Context: an optimization exercise on an open-source flow, tuned for small area, a short achievable clock period and few clock cycles. The choices shown serve that exercise and are no tape-out recipe.
Where RTL was checked, it was by simulation tests only, not by an equivalence proof against the original.
No functional check of the RTL was part of runs 2 to 4.

[run.sh]
#!/bin/bash
# synth_recipe.tcl (not shown) runs the flow's synth.tcl, then flattens the netlist and writes it again
# the make line also repeats each setting of config.mk as NAME=value (left out here)
make -C /OpenROAD-flow-scripts/flow DESIGN_CONFIG=/design/flow/config.mk WORK_HOME=/design/flow/orfs CLKGATE_MAP_FILE= SYNTH_SCRIPT=/design/flow/synth_recipe.tcl finish
[config.mk]
export PLATFORM = sky130hd
export DESIGN_NAME = cpu_core
export DESIGN_NICKNAME = cpu_core
export VERILOG_FILES = /design/flow/design.v
export SDC_FILE = /design/flow/constraint.sdc
export NUM_CORES = 4
export LEC_CHECK = 0
export CAP_MARGIN = 20
export CORE_MARGIN = 2
export CORE_UTILIZATION = 40
export SLEW_MARGIN = 20
[design.v]
package cpu_pkg;
    typedef enum logic [1:0] {
        ALU_REG = 2'b00,
        ALU_IMM = 2'b01,
        MEM     = 2'b10,
        JUMP    = 2'b11
    } instr_class_e;
    typedef enum logic [2:0] {
        ADD = 3'b000,
        SUB = 3'b001,
        AND = 3'b010,
        OR  = 3'b011,
        XOR = 3'b100,
        SHL = 3'b101,
        SHR = 3'b110,
        SLT = 3'b111
    } alu_op_e;
    typedef enum logic [2:0] {
        ALWAYS  = 3'b000,
        ZERO    = 3'b001,
        NONZERO = 3'b010,
        NEG     = 3'b011
    } jump_cond_e;
    typedef struct packed {
        instr_class_e            cls;
        logic [2:0]              op;
        logic [3-1:0]  dst;
        logic [3-1:0]  rs1;
        logic [3-1:0]  rs2;
        logic [1:0]              pad;
    } instr_r_t;
    typedef struct packed {
        instr_class_e            cls;
        logic [2:0]              op;
        logic [3-1:0]  dst;
        logic [3-1:0]  rs1;
        logic [5-1:0]       imm;
    } instr_i_t;
    typedef union packed {
        instr_r_t r;
        instr_i_t i;
    } instr_t;
    typedef struct packed {
        alu_op_e                 alu_op;
        jump_cond_e              jump_cond;
        logic [3-1:0]  dst;
        logic [3-1:0]  rs1;
        logic [3-1:0]  rb;
        logic [16-1:0]        imm;
        logic                    use_imm;
        logic                    reg_write;
        logic                    mem_access;
        logic                    mem_store;
        logic                    is_jump;
        logic                    load_to_reg;
    } ctrl_t;
    typedef struct packed {
        logic             valid;
        logic             store;
        logic [16-1:0] addr;
        logic [16-1:0] wdata;
    } dmem_req_t;
    typedef struct packed {
        logic             credit;
        logic [16-1:0] rdata;
    } dmem_rsp_t;
    typedef enum logic [2:0] {
        FETCH     = 3'd0,
        DECODE    = 3'd1,
        EXECUTE   = 3'd2,
        MEM_ISSUE = 3'd3,
        MEM_WAIT  = 3'd4,
        WRITEBACK = 3'd5
    } stage_e;
endpackage
`timescale 1ns/1ps
module stage_sequencer (
    input  logic           clk,
    input  logic           rst,
    input  cpu_pkg::ctrl_t ctrl,
    input  logic           dmem_credit,
    output logic           dmem_valid,
    output logic           fetch_en,
    output logic           operand_en,
    output logic           result_en,
    output logic           load_en,
    output logic           rf_write,
    output logic           pc_update
);
    cpu_pkg::stage_e state;
    cpu_pkg::stage_e state_next;
    logic credit;
    always_comb begin
        state_next = state;
        case (state)
            cpu_pkg::FETCH:     state_next = cpu_pkg::DECODE;
            cpu_pkg::DECODE:    state_next = cpu_pkg::EXECUTE;
            cpu_pkg::EXECUTE:   state_next = ctrl.mem_access ? cpu_pkg::MEM_ISSUE : cpu_pkg::WRITEBACK;
            cpu_pkg::MEM_ISSUE: state_next = credit ? cpu_pkg::MEM_WAIT : cpu_pkg::MEM_ISSUE;
            cpu_pkg::MEM_WAIT:  state_next = dmem_credit ? cpu_pkg::WRITEBACK : cpu_pkg::MEM_WAIT;
            cpu_pkg::WRITEBACK: state_next = cpu_pkg::FETCH;
            default:   state_next = cpu_pkg::FETCH;
        endcase
    end
    always_ff @(posedge clk or posedge rst) begin
        if (rst) begin
            state <= cpu_pkg::FETCH;
        end else begin
            state <= state_next;
        end
    end
    always_ff @(posedge clk or posedge rst) begin
        if (rst) begin
            credit <= 1'b1;
        end else if (dmem_valid) begin
            credit <= 1'b0;
        end else if (dmem_credit) begin
            credit <= 1'b1;
        end
    end
    assign dmem_valid = (state == cpu_pkg::MEM_ISSUE) && credit;
    assign fetch_en   = (state == cpu_pkg::FETCH);
    assign operand_en = (state == cpu_pkg::DECODE);
    assign result_en  = (state == cpu_pkg::EXECUTE);
    assign load_en    = (state == cpu_pkg::MEM_WAIT) && dmem_credit;
    assign rf_write   = (state == cpu_pkg::WRITEBACK) && ctrl.reg_write;
    assign pc_update  = (state == cpu_pkg::WRITEBACK);
endmodule
`timescale 1ns/1ps
module program_counter (
    input  logic             clk,
    input  logic             rst,
    input  logic             pc_update,
    input  logic             jump_taken,
    input  logic [16-1:0] jump_target,
    output logic [16-1:0] pc
);
    logic [16-1:0] pc_next;
    always_comb begin
        if (jump_taken) begin
            pc_next = jump_target;
        end else begin
            pc_next = pc + 16'd1;
        end
    end
    always_ff @(posedge clk or posedge rst) begin
        if (rst) begin
            pc <= '0;
        end else if (pc_update) begin
            pc <= pc_next;
        end
    end
endmodule
`timescale 1ns/1ps
module instr_decoder (
    input  logic            clk,
    input  logic            rst,
    input  logic            fetch_en,
    input  cpu_pkg::instr_t instr_in,
    output cpu_pkg::ctrl_t  ctrl
);
    cpu_pkg::instr_t instr_q;
    always_ff @(posedge clk or posedge rst) begin
        if (rst) begin
            instr_q <= '0;
        end else if (fetch_en) begin
            instr_q <= instr_in;
        end
    end
    always_comb begin
        ctrl = '0;
        ctrl.alu_op    = cpu_pkg::alu_op_e'(instr_q.r.op);
        ctrl.jump_cond = cpu_pkg::jump_cond_e'(instr_q.r.op);
        ctrl.dst       = instr_q.r.dst;
        ctrl.rs1       = instr_q.r.rs1;
        ctrl.rb        = instr_q.r.rs2;
        ctrl.imm       = {{(16-5){instr_q.i.imm[5-1]}}, instr_q.i.imm};
        case (instr_q.r.cls)
            cpu_pkg::ALU_REG: begin
                ctrl.reg_write = 1'b1;
            end
            cpu_pkg::ALU_IMM: begin
                ctrl.use_imm   = 1'b1;
                ctrl.reg_write = 1'b1;
            end
            cpu_pkg::MEM: begin
                ctrl.alu_op      = cpu_pkg::ADD;
                ctrl.use_imm     = 1'b1;
                ctrl.rb          = instr_q.r.dst;
                ctrl.load_to_reg = (instr_q.r.op == 3'b000);
                ctrl.mem_store   = (instr_q.r.op == 3'b001);
                ctrl.mem_access  = ctrl.load_to_reg || ctrl.mem_store;
                ctrl.reg_write   = ctrl.load_to_reg;
            end
            cpu_pkg::JUMP: begin
                ctrl.is_jump = 1'b1;
            end
            default: begin
                ctrl.reg_write = 1'b0;
            end
        endcase
    end
endmodule
`timescale 1ns/1ps
module register_file (
    input  logic             clk,
    input  logic             rst,
    input  logic             rf_write,
    input  cpu_pkg::ctrl_t   ctrl,
    input  logic [16-1:0] wb_data,
    output logic [16-1:0] rd_a,
    output logic [16-1:0] rd_b
);
    logic [16-1:0] regs [8];
    always_ff @(posedge clk or posedge rst) begin
        if (rst) begin
            for (int i = 0; i < 8; i++) begin
                regs[i] <= '0;
            end
        end else if (rf_write) begin
            regs[ctrl.dst] <= wb_data;
        end
    end
    assign rd_a = regs[ctrl.rs1];
    assign rd_b = regs[ctrl.rb];
endmodule
`timescale 1ns/1ps
module execute_stage (
    input  logic             clk,
    input  logic             rst,
    input  logic             operand_en,
    input  logic             result_en,
    input  logic             load_en,
    input  cpu_pkg::ctrl_t   ctrl,
    input  logic [16-1:0] rd_a,
    input  logic [16-1:0] rd_b,
    input  logic [16-1:0] dmem_rdata,
    output logic             jump_taken,
    output logic [16-1:0] jump_target,
    output logic [16-1:0] mem_addr,
    output logic [16-1:0] mem_wdata,
    output logic [16-1:0] wb_data
);
    logic [16-1:0] op_a;
    logic [16-1:0] op_b;
    logic [16-1:0] alu_b;
    logic [16-1:0] alu_out;
    logic [16-1:0] result_q;
    logic [16-1:0] load_q;
    logic             cond_met;
    always_ff @(posedge clk or posedge rst) begin
        if (rst) begin
            op_a     <= '0;
            op_b     <= '0;
            result_q <= '0;
        end else begin
            if (operand_en) begin
                op_a <= rd_a;
                op_b <= rd_b;
            end
            if (result_en) begin
                result_q <= alu_out;
            end
        end
    end
    always_ff @(posedge clk) begin
        if (load_en) begin
            load_q <= dmem_rdata;
        end
    end
    assign alu_b = ctrl.use_imm ? ctrl.imm : op_b;
    always_comb begin
        case (ctrl.alu_op)
            cpu_pkg::ADD:     alu_out = op_a + alu_b;
            cpu_pkg::SUB:     alu_out = op_a - alu_b;
            cpu_pkg::AND:     alu_out = op_a & alu_b;
            cpu_pkg::OR:      alu_out = op_a | alu_b;
            cpu_pkg::XOR:     alu_out = op_a ^ alu_b;
            cpu_pkg::SHL:     alu_out = op_a << alu_b[3:0];
            cpu_pkg::SHR:     alu_out = op_a >> alu_b[3:0];
            cpu_pkg::SLT:     alu_out = {{(16-1){1'b0}}, $signed(op_a) < $signed(alu_b)};
            default: alu_out = '0;
        endcase
    end
    always_comb begin
        case (ctrl.jump_cond)
            cpu_pkg::ALWAYS:  cond_met = 1'b1;
            cpu_pkg::ZERO:    cond_met = (op_a == '0);
            cpu_pkg::NONZERO: cond_met = (op_a != '0);
            cpu_pkg::NEG:     cond_met = op_a[16-1];
            default: cond_met = 1'b0;
        endcase
    end
    assign jump_taken  = ctrl.is_jump && cond_met;
    assign jump_target = op_b;
    assign mem_addr    = result_q;
    assign mem_wdata   = op_b;
    assign wb_data     = ctrl.load_to_reg ? load_q : result_q;
endmodule
`timescale 1ns/1ps
module cpu_core (
    input  logic               clk,
    input  logic               rst,
    input  logic [15:0]        instr_in,
    output logic [16-1:0]   pc,
    output logic               dmem_req_valid,
    output logic               dmem_req_store,
    output logic [16-1:0]   dmem_req_addr,
    output logic [16-1:0]   dmem_req_wdata,
    input  logic               dmem_rsp_credit,
    input  logic [16-1:0]   dmem_rsp_rdata
);
    cpu_pkg::ctrl_t ctrl;
    cpu_pkg::dmem_req_t dmem_req;
    cpu_pkg::dmem_rsp_t dmem_rsp;
    assign dmem_rsp.credit = dmem_rsp_credit;
    assign dmem_rsp.rdata  = dmem_rsp_rdata;
    assign dmem_req_valid  = dmem_req.valid;
    assign dmem_req_store  = dmem_req.store;
    assign dmem_req_addr   = dmem_req.addr;
    assign dmem_req_wdata  = dmem_req.wdata;
    logic fetch_en;
    logic operand_en;
    logic result_en;
    logic load_en;
    logic rf_write;
    logic pc_update;
    logic dmem_valid;
    logic [16-1:0] rd_a;
    logic [16-1:0] rd_b;
    logic [16-1:0] wb_data;
    logic             jump_taken;
    logic [16-1:0] jump_target;
    logic [16-1:0] mem_addr;
    logic [16-1:0] mem_wdata;
    stage_sequencer u_stage_sequencer (
        .clk         (clk),
        .rst         (rst),
        .ctrl        (ctrl),
        .dmem_credit (dmem_rsp.credit),
        .dmem_valid  (dmem_valid),
        .fetch_en    (fetch_en),
        .operand_en  (operand_en),
        .result_en   (result_en),
        .load_en     (load_en),
        .rf_write    (rf_write),
        .pc_update   (pc_update)
    );
    program_counter u_program_counter (
        .clk         (clk),
        .rst         (rst),
        .pc_update   (pc_update),
        .jump_taken  (jump_taken),
        .jump_target (jump_target),
        .pc          (pc)
    );
    instr_decoder u_instr_decoder (
        .clk      (clk),
        .rst      (rst),
        .fetch_en (fetch_en),
        .instr_in (instr_in),
        .ctrl     (ctrl)
    );
    register_file u_register_file (
        .clk      (clk),
        .rst      (rst),
        .rf_write (rf_write),
        .ctrl     (ctrl),
        .wb_data  (wb_data),
        .rd_a     (rd_a),
        .rd_b     (rd_b)
    );
    execute_stage u_execute_stage (
        .clk         (clk),
        .rst         (rst),
        .operand_en  (operand_en),
        .result_en   (result_en),
        .load_en     (load_en),
        .ctrl        (ctrl),
        .rd_a        (rd_a),
        .rd_b        (rd_b),
        .dmem_rdata  (dmem_rsp.rdata),
        .jump_taken  (jump_taken),
        .jump_target (jump_target),
        .mem_addr    (mem_addr),
        .mem_wdata   (mem_wdata),
        .wb_data     (wb_data)
    );
    assign dmem_req.valid = dmem_valid;
    assign dmem_req.store = ctrl.mem_store;
    assign dmem_req.addr  = mem_addr;
    assign dmem_req.wdata = mem_wdata;
endmodule
[constraint.sdc]
create_clock -name core_clock -period 10.0 [get_ports {clk}]
set_input_delay 2.0000 -clock core_clock [delete_from_list [all_inputs] [get_ports {clk}]]
set_output_delay 2.0000 -clock core_clock [all_outputs]
set_load 0.01 [all_outputs]
==> qor.txt, run 1 <==
Outcome -> finished clean
Max Cap Viol -> 0
Clock sink total -> 228
Routed len/inst -> 23.80 um
Sequential cell area fraction in the yosys report -> 39.82%
Chip width -> 194.6 um
Post-CTS setup buffers -> 0
Setup tns final -> 0 ns
Synth warnings -> 6
Row count -> 69
Final setup viols -> 0
Critical path required time -> 8.00 ns
Synth Instances -> 1718
Inserted Diodes -> 0
1st-iter DRT viols -> 1330
Yosys cell types -> 74
Hold Path Class -> register to register
Crit-path max FO -> 17
FFs w/ async S/R, synth -> 92.98%
Worst EP arrival -> 3.09 ns
Peak Freq -> 196.4 MHz
Post-CTS Resized -> 0
Hold-fix buffers, CTS -> 0
Clock skew -> 0.01051 ns
Reg clk slew, reported paths -> 0.07 ns
Max-slew violation count -> 0
Grt total ovfl -> 0
Cell area after synthesis -> 14530 um^2
DRC viols -> 0
CTS tree -> yes
Max-Slew Margin vs Limit -> 28.86%
Post-synth EDFFs -> 16
Post-route ant nets -> 0
First-pass GRT wire length -> 80360 um
Area grow syn2layout -> 14.45%
DP HPWL -> 36770 um
Root buffer cell -> clkbuf_16
Hold Fails Final Rpt -> 0
Fin crit share -> 50.91%
Vias in the first global route -> 12730
Die area -> 37880 um^2
Clock latency (worst-skew pair) -> 0.57 ns
GP Congestion -> 1.001
Core area -> 35660 um^2
Commonest cells after routing, fill and taps aside -> 293 x nand2_1, 228 x o21ai_0, 211 x dfrtp_1
H-Tree Depth -> 1
Nets@finish -> 1820
Synthesized area per cell -> 8.460 um^2
Clock Path Buffers -> 3
Synth Flop Type -> dfrtp_1
Count of input and output buffers -> 84
Clock period minus final worst setup slack -> 5.091 ns
Drt via density -> 6.032
Syn Nets -> 1802
Starting Density -> 40.76%
Most common cell after layout, fill and taps aside -> nand2_1
TritonCTS Buffers -> 27
Total track usage -> 27.71%
Hold_ws -> 0.4868 ns
Startpoint Class -> register
Crit Path Class -> register to output port
Via Count -> 13370
Share of post-route cells with drive strength above 1 -> 8.490%
FF+latch count, synth -> 228
Worst Setup End Kind -> output port
Total wire length -> 52730 um
First drt pass iteration count -> 6
Worst-margin pin slew -> 1.037 ns
Chip height -> 194.6 um
Largest net degree at the start of global routing -> 138
RSZ-0062 raised after global routing -> no
Initial antenna violation count -> 1
Io pins -> 85
-- metal layers --
metal	wire length [um]	part of all wire [%]	global-route usage, %
met5	13	0.025	0
met2	24720	47	44.94
met3	3972	7.5	5.084
met1	21750	41	36.56
met4	2276	4.3	11.48
-- metrics by stage --
stage	cells	area (um^2)	util, %	worst slack [ns]
floorplan	1718	14530	-	2.207
finish	2216	16630	46.65	4.909
global route	2216	16630	46.65	4.811
detailed placement	2167	15710	44.05	5.450
CTS	2215	16610	46.58	4.895
global placement	2166	15680	43.99	5.506
-- area by class of cell --
class,count,area (um^2)
sequential,228,5787
clock buffer,38,777.0
fill,3483,19020
tap,461,576.8
multi-input combinational,1300,8028
timing repair buffer,113,1086
clock inverter,10,125.1
inverter,66,255.2
-- cell usage after synthesis (9+ instances only) --
cell type,n,area (um^2)
inv_1,64,240.2
mux4_2,24,540.5
o22ai_1,39,244.0
o21ai_0,228,1141
a22oi_1,15,112.6
nor3_1,20,100.1
o211ai_1,9,67.56
nand3_1,29,145.1
o32ai_1,10,87.58
a211oi_1,12,90.09
a21oi_1,163,815.8
nor2b_1,10,62.56
mux2_2,26,292.8
ha_1,48,600.6
clkbuf_1,102,382.9
a221oi_1,13,113.9
nand2b_1,9,56.30
edfxtp_1,16,480.5
nor2_1,138,518.0
xnor2_1,9,78.83
and3_1,9,56.30
nand2_1,293,1100
dfrtp_1,211,5280
or3_1,9,56.30
mux2i_1,68,680.7
-- registers in the layout, indices dropped and copies added (netlist names) --
signal,cells
u_stage_sequencer.credit,1
u_stage_sequencer.state,3
u_program_counter.pc,16
u_execute_stage.load_q,16
u_execute_stage.op_b,16
u_register_file.regs,128
u_instr_decoder.instr_q,16
u_execute_stage.result_q,16
u_execute_stage.op_a,16
-- kinds of logic (layout without fill, tap and decap cells) --
family          after synthesis  count (layout)  share of synthesized area [%]
compound gates              564             564                          22.87
simple gates                553             553                          16.25
flops                       228             228                          39.82
buf+inv                     190             227                          5.234
mux                         121             121                          10.77
fa+ha+maj                    49              49                          4.270
xor+xnor                     13              13                         0.7834
-- final timing paths --
| path | startpoint | endpoint | slack [ns] | cells after the start |
|---|---|---|---|---|
| worst min-delay path | u_register_file.regs[1][2]$_DFFE_PP0P_ | u_register_file.regs[1][2]$_DFFE_PP0P_ | 0.49 | 2 |
| worst min register to register | u_register_file.regs[1][2]$_DFFE_PP0P_ | u_register_file.regs[1][2]$_DFFE_PP0P_ | 0.49 | 2 |
| worst max register to register | u_instr_decoder.instr_q[14]$_DFFE_PP0P_ | u_execute_stage.result_q[13]$_DFFE_PP0N_ | 5.24 | 14 |
| worst max-delay path | u_instr_decoder.instr_q[14]$_DFFE_PP0P_ | dmem_req_store | 4.91 | 5 |
| max in group asynchronous | rst | u_instr_decoder.instr_q[1]$_DFFE_PP0P_ | 6.64 | 4 |
| min in group asynchronous | rst | u_instr_decoder.instr_q[7]$_DFFE_PP0P_ | 2.06 | 2 |
-- worst max-delay path, stage by stage, from the launching register on --
cell and delay (ns):
dfrtp_1 0.40, inv_1 0.10, ha_1 0.66, nor3b_1 0.62, and2_1 0.22, clkdlybuf4s50_1 0.53
Testbench counts, summed over its fixed seeds: cycles 140,551.
==> run 2, diff against run 1 <==
==> design.v (replaced) <==
`timescale 1ns/1ps
module cpu_core (
    input  logic        clk,
    input  logic        rst,
    input  logic [15:0] instr_in,
    output logic [15:0] pc,
    output logic        dmem_req_valid,
    output logic        dmem_req_store,
    output logic [15:0] dmem_req_addr,
    output logic [15:0] dmem_req_wdata,
    input  logic        dmem_rsp_credit,
    input  logic [15:0] dmem_rsp_rdata
);
    logic [15:0] ir;
    logic        ir_valid;
    logic        credit_q;
    logic        ld_pending;
    logic [2:0]  ld_dst;
    logic [15:0] regs [8];
    logic [1:0] cls;
    logic [2:0] op, dst, rs1, rs2, rb;
    logic [15:0] imm;
    assign cls = ir[15:14];
    assign op  = ir[13:11];
    assign dst = ir[10:8];
    assign rs1 = ir[7:5];
    assign rs2 = ir[4:2];
    assign imm = {{11{ir[4]}}, ir[4:0]};
    assign rb  = cls[1] & ~cls[0] ? dst : rs2;
    logic is_alu, is_mem, is_jmp, is_ld, is_st;
    assign is_alu = ~cls[1];
    assign is_mem = cls[1] & ~cls[0] & (op[2:1] == 2'b00);
    assign is_ld  = is_mem & ~op[0];
    assign is_st  = is_mem & op[0];
    assign is_jmp = cls[1] & cls[0];
    logic use_rs1, use_rs2, use_dst;
    assign use_rs1 = is_alu | is_mem | (is_jmp & ~op[2]);
    assign use_rs2 = (cls == 2'b00) | (is_jmp & ~op[2]);
    assign use_dst = is_alu | is_mem;
    logic [15:0] a, rbv;
    assign a   = regs[rs1];
    assign rbv = regs[rb];
    logic [15:0] b;
    logic [2:0]  aop;
    logic        sub;
    logic [15:0] sum;
    logic [15:0] res;
    assign b   = cls == 2'b00 ? rbv : imm;
    assign aop = is_alu ? op : 3'd0;
    assign sub = (aop == 3'd1) | (aop == 3'd7);
    assign sum = a + (sub ? ~b : b) + {15'd0, sub};
    always_comb begin
        case (aop)
            3'd0, 3'd1: res = sum;
            3'd2: res = a & b;
            3'd3: res = a | b;
            3'd4: res = a ^ b;
            3'd5: res = a << b[3:0];
            3'd6: res = a >> b[3:0];
            default: res = {15'd0, (a[15] ^ b[15]) ? a[15] : sum[15]};
        endcase
    end
    logic cond, taken;
    always_comb begin
        case (op)
            3'd0: cond = 1'b1;
            3'd1: cond = (a == 16'd0);
            3'd2: cond = (a != 16'd0);
            3'd3: cond = a[15];
            default: cond = 1'b0;
        endcase
    end
    assign taken = ir_valid & is_jmp & cond;
    logic haz, avail, ld_wr, stall, issue, e_wr;
    assign haz   = ld_pending & ((use_rs1 & (rs1 == ld_dst)) |
                                 (use_rs2 & (rs2 == ld_dst)) |
                                 (use_dst & (dst == ld_dst)));
    assign avail = (credit_q & ~dmem_req_valid) | dmem_rsp_credit;
    assign ld_wr = ld_pending & dmem_rsp_credit;
    assign e_wr  = ir_valid & is_alu;
    assign stall = ir_valid & (haz | (is_mem & ~avail) | (is_alu & ld_wr));
    assign issue = ir_valid & is_mem & ~haz & avail;
    logic        we;
    logic [2:0]  wa;
    logic [15:0] wd;
    assign we = ld_wr | (e_wr & ~haz);
    assign wa = ld_wr ? ld_dst : dst;
    assign wd = ld_wr ? dmem_rsp_rdata : res;
    always_ff @(posedge clk or posedge rst) begin
        if (rst) begin
            for (int i = 0; i < 8; i++) regs[i] <= '0;
        end else if (we) begin
            regs[wa] <= wd;
        end
    end
    always_ff @(posedge clk or posedge rst) begin
        if (rst) begin
            pc       <= '0;
            ir_valid <= 1'b0;
        end else if (!stall) begin
            pc       <= taken ? rbv : pc + 16'd1;
            ir_valid <= ~taken;
        end
    end
    always_ff @(posedge clk) begin
        if (!stall) ir <= instr_in;
    end
    always_ff @(posedge clk or posedge rst) begin
        if (rst) begin
            dmem_req_valid <= 1'b0;
            credit_q       <= 1'b1;
            ld_pending     <= 1'b0;
        end else begin
            dmem_req_valid <= issue;
            credit_q       <= avail & ~issue;
            if (issue) ld_pending <= is_ld;
            else if (dmem_rsp_credit) ld_pending <= 1'b0;
        end
    end
    always_ff @(posedge clk) begin
        dmem_req_store <= op[0];
        dmem_req_addr  <= sum;
        dmem_req_wdata <= rbv;
        if (issue) ld_dst <= dst;
    end
endmodule
==> run 2 against run 1 <==
Still clean. Sequential share of layout area shrank 2.1 points. Cell area shrank 9.1%. Final cell count shrank 14%. First-iteration DRC count grew 14%.
==> qor.txt, run 2 <==
Worst EP arrival -> 7.44 ns
Worst r2r path cells -> 20
Cell area after synthesis -> 13270 um^2
CTS tree -> yes
Synth Area in XOR/XNOR -> 3.499%
Synth area leader -> dfrtp_1
Max Cap Viol -> 0
1st-iter DRT viols -> 1522
Clock latency (worst-skew pair) -> 0.45 ns
Top-area cell type share of the netlist area -> 27.73%
Vias in the first global route -> 11530
Max-slew violation count -> 0
# fillers -> 3183
Largest net degree at the start of global routing -> 91
Post-synth EDFFs -> 19
Synth warnings -> 2
Place WS -> 3.008 ns
Outcome -> finished clean
Startpoint Class -> register
Post-CTS setup buffers -> 0
FF-to-FF Start -> ir[15]$_DFFE_PN_
Reg with most FFs -> regs
H-Tree Depth -> 4
Hold Fails Final Rpt -> 0
Post-route ant nets -> 0
Chip width -> 186.1 um
FF+latch count, synth -> 200
Compound-Gate Fraction of Synth Area -> 20.45%
Critical path required time -> 10.27 ns
Area grow syn2layout -> 13.94%
Via Count -> 11970
Post-synthesis mux area share -> 17.95%
Number of flip-flops in the largest register -> 128
GP Congestion -> 0.9783
Hold Path Origin -> regs[1][2]$_DFFE_PP0P_
Multi-input gate area -> 7724 um^2
Main combinational cell family by area after synthesis -> compound AO/OA/AOI/OAI gates
Setup tns final -> 0 ns
Synthesized area per cell -> 9.483 um^2
Fin crit share -> 71.66%
Grt total ovfl -> 0
TritonCTS Buffers -> 17
Count leader, synth -> dfrtp_1
Worst-margin pin slew -> 1.134 ns
Synth top area cells -> dfrtp_1 28%, mux2_2 9.1%, mux2i_1 7.4%, dfxtp_1 5.0%, ha_1 4.5%
Drt via density -> 6.299
Chip height -> 186.1 um
CP Launch Point -> ir[15]$_DFFE_PN_
Synth top cells by count -> 147 x dfrtp_1, 108 x nand2_1, 107 x mux2_2
Clock sink total -> 200
Clock Path Buffers -> 2
Crit path to -> regs[3][13]$_DFFE_PP0P_
First-pass GRT wire length -> 74200 um
FFs w/ async S/R, synth -> 74.00%
Worst Slack Setup Final -> 2.834 ns
Initial antenna violation count -> 0
Count of input and output buffers -> 84
DRC viols -> 0
Crit-path max FO -> 19
R2R Setup Slk -> 2.83 ns
Most common cell after layout, fill and taps aside -> dfrtp_1
Share of post-route cells with drive strength above 1 -> 14.00%
DP HPWL -> 35600 um
Final setup viols -> 0
Total wire length -> 50180 um
Sequential cell area fraction in the yosys report -> 37.21%
Die area -> 34640 um^2
Starting Density -> 40.67%
Peak Freq -> 139.5 MHz
Synth Flop Type -> dfrtp_1
Max-Slew Margin vs Limit -> 24.40%
Synth Area in Adders -> 4.678%
Core area -> 32620 um^2
Simple logic cell fraction of the synthesized area -> 11.52%
Hold Path Class -> register to register
Routed len/inst -> 26.41 um
Crit Path Class -> register to register
Syn Nets -> 1483
Nets@finish -> 1528
Worst Setup End Kind -> register
Clock period minus final worst setup slack -> 7.166 ns
Yosys cell types -> 78
Register area -> 4936 um^2
Io pins -> 85
Reg clk slew, reported paths -> 0.08 ns
Synth Instances -> 1399
Reg2reg end -> regs[3][13]$_DFFE_PP0P_
Row count -> 66
Root buffer cell -> clkbuf_16
Total track usage -> 29.21%
Layout Utilization -> 46.34%
RSZ-0062 raised after global routing -> no
Post-CTS Resized -> 0
Commonest cells after routing, fill and taps aside -> 147 x dfrtp_1, 108 x nand2_1, 107 x mux2_2
Clock skew -> 0.01629 ns
First drt pass iteration count -> 8
Hold-fix buffers, CTS -> 0
==> run 2: through the flow <==
step / cells / hold slack, ns / cell area (um^2)
after floorplan: 1399 / 0.4554 / 13270
after global placement: 1866 / 0.4758 / 14520
after detailed placement: 1866 / 0.4821 / 14520
after CTS: 1898 / 0.4996 / 15110
after global routing: 1899 / 0.5160 / 15110
final: 1900 / 0.5034 / 15120
==> run 2: per-layer routing <==
layer / vias up / GRT usage [%] / share of wire [%]
met5: - / 0 / 0
met4: 0 / 15.59 / 5.4
met3: 144 / 4.794 / 6.8
met2: 611 / 46.22 / 46
met1: 5962 / 38.39 / 42
li1: 5251 / - / -
==> run 2: worst min path at each step <==
stage | endpoint | slack (ns) | cells after the start
floorplan | ld_dst[1]$_DFFE_PP_ | 0.46 | 0
global placement | regs[4][2]$_DFFE_PP0P_ | 0.48 | 2
detailed placement | regs[4][2]$_DFFE_PP0P_ | 0.48 | 2
CTS | regs[4][2]$_DFFE_PP0P_ | 0.50 | 2
global route | regs[1][0]$_DFFE_PP0P_ | 0.52 | 1
finish | regs[1][2]$_DFFE_PP0P_ | 0.50 | 2
==> run 2: area by class of cell <==
class | instances | area share, %
clock buffer | 19 | 2.930
inverter | 68 | 1.722
tap | 442 | 3.659
multi-input combinational | 1044 | 51.10
sequential | 200 | 32.65
timing repair buffer | 113 | 7.003
antenna | 1 | 0.01655
clock inverter | 13 | 0.9188
==> run 2: critical path, cell delays in order, from the launching register on <==
cell	delay [ns]
edfxtp_1	0.63
nand2b_1	0.73
mux2i_1	0.88
buf_4	0.35
a22o_1	0.15
a211oi_1	0.04
o21ai_0	0.40
o21ai_0	0.42
o21ai_0	0.48
xnor2_1	0.12
ha_1	0.39
a21o_1	0.18
a21o_1	0.19
a21oi_1	0.14
nor2b_1	0.06
o21ai_0	0.26
nor2b_1	0.16
o21ai_0	0.16
mux2i_1	0.21
o21ai_1	0.84
a31oi_1	0.18
==> run 2: cells by family (layout without fill, tap and decap cells) <==
logic type,after synthesis,count (layout)
other,0,1
muxes,214,214
adders and majority gates,49,49
and+or+nand+nor,322,322
AOI/OAI and AO/OA,406,406
xor gates and xnor gates,53,53
DFF,200,200
buffers and inverters,155,213
==> run 3, diff against run 2 <==
--- a/config.mk
+++ b/config.mk
@@ -8,4 +8,5 @@
 export CAP_MARGIN = 20
 export CORE_MARGIN = 2
 export CORE_UTILIZATION = 40
+export SETUP_SLACK_MARGIN = 5
 export SLEW_MARGIN = 20
==> run 3 against run 2 <==
Fmax grew 43%. Routed wire length increased by 7.6%. Via count rose by 7.0%. Area after synthesis unchanged. Still clean. Critical path type unchanged.
==> qor.txt, run 3 <==
Chip height -> 186.1 um
Io pins -> 85
Worst Setup End Kind -> register
Syn Nets -> 1483
Clock latency (worst-skew pair) -> 0.45 ns
Chip width -> 186.1 um
Worst-margin pin slew -> 1.167 ns
# fillers -> 2990
Synth area leader -> dfrtp_1
Synth warnings -> 2
Setup tns final -> 0 ns
Area grow syn2layout -> 26.52%
DRC viols -> 0
Synth top cells by count -> 147 x dfrtp_1, 108 x nand2_1, 107 x mux2_2
Sequential cell area fraction in the yosys report -> 37.21%
H-Tree Depth -> 4
Root buffer cell -> clkbuf_16
FFs w/ async S/R, synth -> 74.00%
Fin crit share -> 50.15%
Nets@finish -> 1626
Largest net degree at the start of global routing -> 76
Inserted Diodes -> 0
Total wire length -> 54000 um
Clock period minus final worst setup slack -> 5.015 ns
R2R Setup Slk -> 4.99 ns
Reg clk slew, reported paths -> 0.07 ns
Routed len/inst -> 27.06 um
Post-synth EDFFs -> 19
Layout Cells excl Fill -> 1996
Commonest cells after routing, fill and taps aside -> 147 x dfrtp_1, 103 x mux2_2, 100 x buf_4
Clock Path Buffers -> 2
Outcome -> finished clean
Startpoint Class -> register
Max-slew violation count -> 0
Critical path required time -> 10.33 ns
Reg with most FFs -> regs
Worst hold path cell count -> 1
Post-route ant nets -> 0
Core area -> 32620 um^2
TritonCTS Buffers -> 17
Drt via density -> 6.415
Worst Hold End -> regs[1][7]$_DFFE_PP0P_
Synth Flop Type -> dfrtp_1
GP Congestion -> 1.026
Crit-path max FO -> 8
Clock sink total -> 200
Count of input and output buffers -> 84
First drt pass iteration count -> 6
Peak Freq -> 199.4 MHz
Worst r2r path cells -> 21
Row count -> 66
Synthesized area per cell -> 9.483 um^2
Cell area after synthesis -> 13270 um^2
Hold Fails Final Rpt -> 0
Number of flip-flops in the largest register -> 128
Yosys cell types -> 78
FF+latch count, synth -> 200
FF-to-FF Start -> ir[14]$_DFFE_PN_
RSZ-0062 raised after global routing -> yes
Starting Density -> 40.67%
CTS tree -> yes
Count leader, synth -> dfrtp_1
Clock skew -> 0.01721 ns
1st-iter DRT viols -> 1690
Total track usage -> 31.15%
Initial antenna violation count -> 0
Via Count -> 12810
Most common cell after layout, fill and taps aside -> dfrtp_1
Worst EP arrival -> 5.34 ns
Share of post-route cells with drive strength above 1 -> 25.68%
First-pass GRT wire length -> 79340 um
Final setup viols -> 0
Max-Slew Margin vs Limit -> 21.58%
DP HPWL -> 35200 um
Hold Path Class -> register to register
Reg2reg end -> regs[3][12]$_DFFE_PP0P_
Placed insts -> 1865
Crit Path Class -> register to register
Top-area cell type share of the netlist area -> 27.73%
Hold Path Origin -> regs[1][7]$_DFFE_PP0P_
Synth Instances -> 1399
Synth top area cells -> dfrtp_1 28%, mux2_2 9.1%, mux2i_1 7.4%, dfxtp_1 5.0%, ha_1 4.5%
Vias in the first global route -> 12440
Grt total ovfl -> 0
Die area -> 34640 um^2
Max Cap Viol -> 0
[run 3: cell count changes in the layout (fill, tap and decap cells not counted), moves of 9 or more]
cell,delta
buf_4,+71
o21ai_0,-17
a21oi_1,-15
a21oi_2,+14
buf_6,+11
nand2_1,-9
[run 3: area by class of cell]
| class | count | area, um^2 | share of cell area, % |
|---|---|---|---|
| Clock inverter | 11 | 157.7 | 0.9392 |
| Clock buffer | 20 | 478.0 | 2.848 |
| Multi-Input combinational cell | 1047 | 8432 | 50.23 |
| Inverter | 68 | 277.8 | 1.655 |
| Timing Repair inverter | 1 | 8.758 | 0.05218 |
| Tap cell | 442 | 553.0 | 3.295 |
| Sequential cell | 200 | 4936 | 29.41 |
| Timing Repair Buffer | 207 | 1942 | 11.57 |
[run 3: what timing repair did]
item                       in CTS  in global routing
resized for setup              92                 94
pin swaps                      15                 34
hold buffers                    0                  0
buffers inserted               59                 33
setup endpoints to repair     144                116
gates cloned                    7                  1
[run 3: how the worst max path moves through the flow]
| stage | slack [ns] | startpoint | end |
|---|---|---|---|
| final | 4.99 | ir[14]$_DFFE_PN_ | regs[3][12]$_DFFE_PP0P_ |
| after global routing | 4.90 | ir[14]$_DFFE_PN_ | regs[3][12]$_DFFE_PP0P_ |
| after CTS | 5.00 | dmem_rsp_credit | regs[1][14]$_DFFE_PP0P_ |
| after detailed placement | 3.45 | ir[15]$_DFFE_PN_ | regs[3][12]$_DFFE_PP0P_ |
| after global placement | 3.59 | ir[15]$_DFFE_PN_ | regs[3][12]$_DFFE_PP0P_ |
| after floorplan | 5.02 | ir[14]$_DFFE_PN_ | regs[2][14]$_DFFE_PP0P_ |
[run 3: critical path: stages, from the launching register on]
cell	delay [ns]
edfxtp_1	0.49
nand2b_4	0.25
mux2_4	0.37
buf_4	0.18
mux2i_1	0.20
o221a_2	0.35
o21ai_2	0.27
nand2_2	0.14
inv_1	0.11
fa_2	0.24
nor2b_4	0.04
o21a_1	0.18
o21ai_1	0.15
nand2b_1	0.15
a31o_4	0.26
a221o_1	0.37
nor2_2	0.18
xnor2_2	0.13
a211oi_2	0.28
a31oi_2	0.12
buf_6	0.17
mux2_2	0.26
[run 3: metrics by stage]
| stage | utilization [%] | worst slack, ns | area (um^2) | hold WS [ns] |
|---|---|---|---|---|
| 6_report | 51.46 | 4.985 | 16780 | 0.5101 |
| 3_5_place_dp | 44.55 | 3.451 | 14530 | 0.4860 |
| 3_3_place_gp | 44.55 | 3.589 | 14530 | 0.4808 |
| 4_1_cts | 49.36 | 5.000 | 16100 | 0.5087 |
| 2_1_floorplan | - | 5.018 | 13280 | 0.4554 |
| 5_1_grt | 51.46 | 4.898 | 16780 | 0.5350 |
[run 3: layer usage]
layer / vias up / share of wire [%] / GRT usage (%)
li1: 5462 / - / -
met1: 6233 / 39 / 39.67
met2: 888 / 45 / 48.27
met3: 222 / 9.8 / 6.222
met4: 0 / 6.7 / 20.19
met5: - / 0 / 0
[run 3: logic make-up after synthesis]
family / share of synthesized area (%)
buf+inv: 4.706
fa+ha+maj: 4.678
simple gates: 11.52
compound gates: 20.45
mux: 17.95
xor+xnor: 3.499
flops: 37.21
==> run 4, diff against run 3 <==
--- a/config.mk
+++ b/config.mk
@@ -5,6 +5,7 @@
 export SDC_FILE = /design/flow/constraint.sdc
 export NUM_CORES = 4
 export LEC_CHECK = 0
+export ABC_CLOCK_PERIOD_IN_PS = 3000
 export CAP_MARGIN = 20
 export CORE_MARGIN = 2
 export CORE_UTILIZATION = 40
==> run 4 against run 3 <==
Still clean on timing, DRC and antenna. Clock-buffer cell count unchanged. Hold slack unchanged. Register-to-register slack about the same. Global-route usage unchanged. Setup slack unchanged. First-iteration DRC count unchanged. Synthesized cell count unchanged. Final cell count unchanged. Die area unchanged. Flip-flop and latch count unchanged.
==> qor.txt, run 4 <==
Starting Density -> 40.67%
Core area -> 32620 um^2
Post-synth EDFFs -> 19
Chip width -> 186.1 um
Reg with most FFs -> regs
Io pins -> 85
Worst EP arrival -> 5.34 ns
Share of post-route cells with drive strength above 1 -> 25.68%
DP HPWL -> 35200 um
Reg clk slew, reported paths -> 0.07 ns
Hold-fix buffers, CTS -> 0
Synth Instances -> 1399
TritonCTS Buffers -> 17
Clock latency (worst-skew pair) -> 0.45 ns
CTS tree -> yes
Inserted Diodes -> 0
Row count -> 66
Max-Slew Margin vs Limit -> 21.58%
Worst Setup End Kind -> register
Sequential cell area fraction in the yosys report -> 37.21%
Worst-margin pin slew -> 1.167 ns
Outcome -> finished clean
Syn Nets -> 1483
Hold_ws -> 0.5101 ns
Crit Path Class -> register to register
Yosys cell types -> 78
Die area -> 34640 um^2
Critical path required time -> 10.33 ns
Layout Utilization -> 51.46%
Synth top area cells -> dfrtp_1 28%, mux2_2 9.1%, mux2i_1 7.4%, dfxtp_1 5.0%, ha_1 4.5%
DRC viols -> 0
GP Congestion -> 1.026
Clock Path Buffers -> 2
Setup tns final -> 0 ns
FFs w/ async S/R, synth -> 74.00%
Area grow syn2layout -> 26.52%
Worst hold path cell count -> 1
Clock period minus final worst setup slack -> 5.015 ns
Largest net degree at the start of global routing -> 76
Cell area after synthesis -> 13270 um^2
Commonest cells after routing, fill and taps aside -> 147 x dfrtp_1, 103 x mux2_2, 100 x buf_4
Most common cell after layout, fill and taps aside -> dfrtp_1
# fillers -> 2990
Max-slew violation count -> 0
Clock sink total -> 200
Drt via density -> 6.415
Synth area leader -> dfrtp_1
Hold Fails Final Rpt -> 0
Post-route ant nets -> 0
Synth warnings -> 2
Hold Path Class -> register to register
Synth top cells by count -> 147 x dfrtp_1, 108 x nand2_1, 107 x mux2_2
Chip height -> 186.1 um
Top-area cell type share of the netlist area -> 27.73%
Nets@finish -> 1626
Via Count -> 12810
Clock skew -> 0.01721 ns
Total track usage -> 31.15%
Peak Freq -> 199.4 MHz
Number of flip-flops in the largest register -> 128
First drt pass iteration count -> 6
First-pass GRT wire length -> 79340 um
Crit-path max FO -> 8
Routed len/inst -> 27.06 um
Multi-input gate area -> 8432 um^2
Register area -> 4936 um^2
Grt total ovfl -> 0
Count leader, synth -> dfrtp_1
H-Tree Depth -> 4
R2R Setup Slk -> 4.99 ns
Final setup viols -> 0
Synth Flop Type -> dfrtp_1
RSZ-0062 raised after global routing -> yes
Fin crit share -> 50.15%
Startpoint Class -> register
Synthesized area per cell -> 9.483 um^2
FF+latch count, synth -> 200
Vias in the first global route -> 12440
Total wire length -> 54000 um
1st-iter DRT viols -> 1690
Count of input and output buffers -> 84
Max Cap Viol -> 0
Initial antenna violation count -> 0
Root buffer cell -> clkbuf_16
Worst r2r path cells -> 21
[run 4: kinds of logic (layout without fill, tap and decap cells)]
group / after synthesis / in the layout / share of synthesized area [%]
multiplexers: 214 / 215 / 17.95
buffers and inverters: 155 / 307 / 4.706
AO/OA/AOI/OAI: 406 / 407 / 20.45
AND/OR/NAND/NOR: 322 / 323 / 11.52
XOR/XNOR: 53 / 53 / 3.499
adder cells (fa/ha/maj): 49 / 49 / 4.678
flip-flops: 200 / 200 / 37.21
[run 4: final cells by class]
| class | instances | share of cell area [%] |
|---|---|---|
| inverter | 68 | 1.655 |
| clock buffer | 20 | 2.848 |
| sequential | 200 | 29.41 |
| timing repair buffer | 207 | 11.57 |
| multi-input combinational | 1047 | 50.23 |
| timing repair inverter | 1 | 0.05218 |
| tap | 442 | 3.295 |
| clock inverter | 11 | 0.9392 |
[run 4: stage by stage]
stage                     setup slack (ns)  area [um^2]  instances
after floorplan                      5.018        13280       1399
after global placement               3.589        14530       1865
after detailed placement             3.451        14530       1865
after CTS                            5.000        16100       1962
after global routing                 4.898        16780       1996
final                                4.985        16780       1996
[run 4: timing repair]
action                                  CTS  global route
gates cloned                              7             1
endpoints found under the setup margin  144           116
setup buffers                            59            33
resized for setup                        92            94
pin swaps                                15            34
[run 4: layer usage]
metal | share of wire (%) | track usage [%] | vias to the layer above
li1 | - | - | 5462
met1 | 39 | 39.67 | 6233
met2 | 45 | 48.27 | 888
met3 | 9.8 | 6.222 | 222
met4 | 6.7 | 20.19 | 0
met5 | 0 | 0 | -
[run 4: worst paths after layout]
| check | end | start |
|---|---|---|
| setup reg to reg | regs[3][12]$_DFFE_PP0P_ | ir[14]$_DFFE_PN_ |
| min in group asynchronous | regs[2][6]$_DFFE_PP0P_ | rst |
| hold reg to reg | regs[1][7]$_DFFE_PP0P_ | regs[1][7]$_DFFE_PP0P_ |
| setup / recovery | regs[3][12]$_DFFE_PP0P_ | ir[14]$_DFFE_PN_ |
| hold / removal | regs[1][7]$_DFFE_PP0P_ | regs[1][7]$_DFFE_PP0P_ |
| max in group asynchronous | ir_valid$_DFFE_PP0N_ | rst |
[run 4: worst max-delay path, cell delays in order, from the launching register on]
cell	delay [ns]
edfxtp_1	0.49
nand2b_4	0.25
mux2_4	0.37
buf_4	0.18
mux2i_1	0.20
o221a_2	0.35
o21ai_2	0.27
nand2_2	0.14
inv_1	0.11
fa_2	0.24
nor2b_4	0.04
o21a_1	0.18
o21ai_1	0.15
nand2b_1	0.15
a31o_4	0.26
a221o_1	0.37
nor2_2	0.18
xnor2_2	0.13
a211oi_2	0.28
a31oi_2	0.12
buf_6	0.17
mux2_2	0.26

## what the ideal ports hide
No port has a modelled driver above. Below, the same layouts with a new extraction and two added sets of constraints.
Step 1 assumes that a clkbuf_16 drives the clock port and a buf_2 every other input.
Step 2 also shifts input and output timing later by t, the mid clock arrival at the registers, as if the neighbouring blocks saw the same clock.
a / b / c = ideal ports / drivers / drivers and shift; a / b = the first two.
run	shift t [ns]	slack for setup (ns)	worst register clock-pin slew, ns	cell pins on the clock port's net
run 1	0.611	4.909 / 4.857 / 5.236	0.07 / 0.07	1
run 2	0.494	2.834 / 2.834 / 2.834	0.09 / 0.09	1
run 3	0.496	4.985 / 4.985 / 4.785	0.08 / 0.08	1
run 4	0.496	4.985 / 4.985 / 4.785	0.08 / 0.08	1
After both steps setup and hold are still met in every run listed.
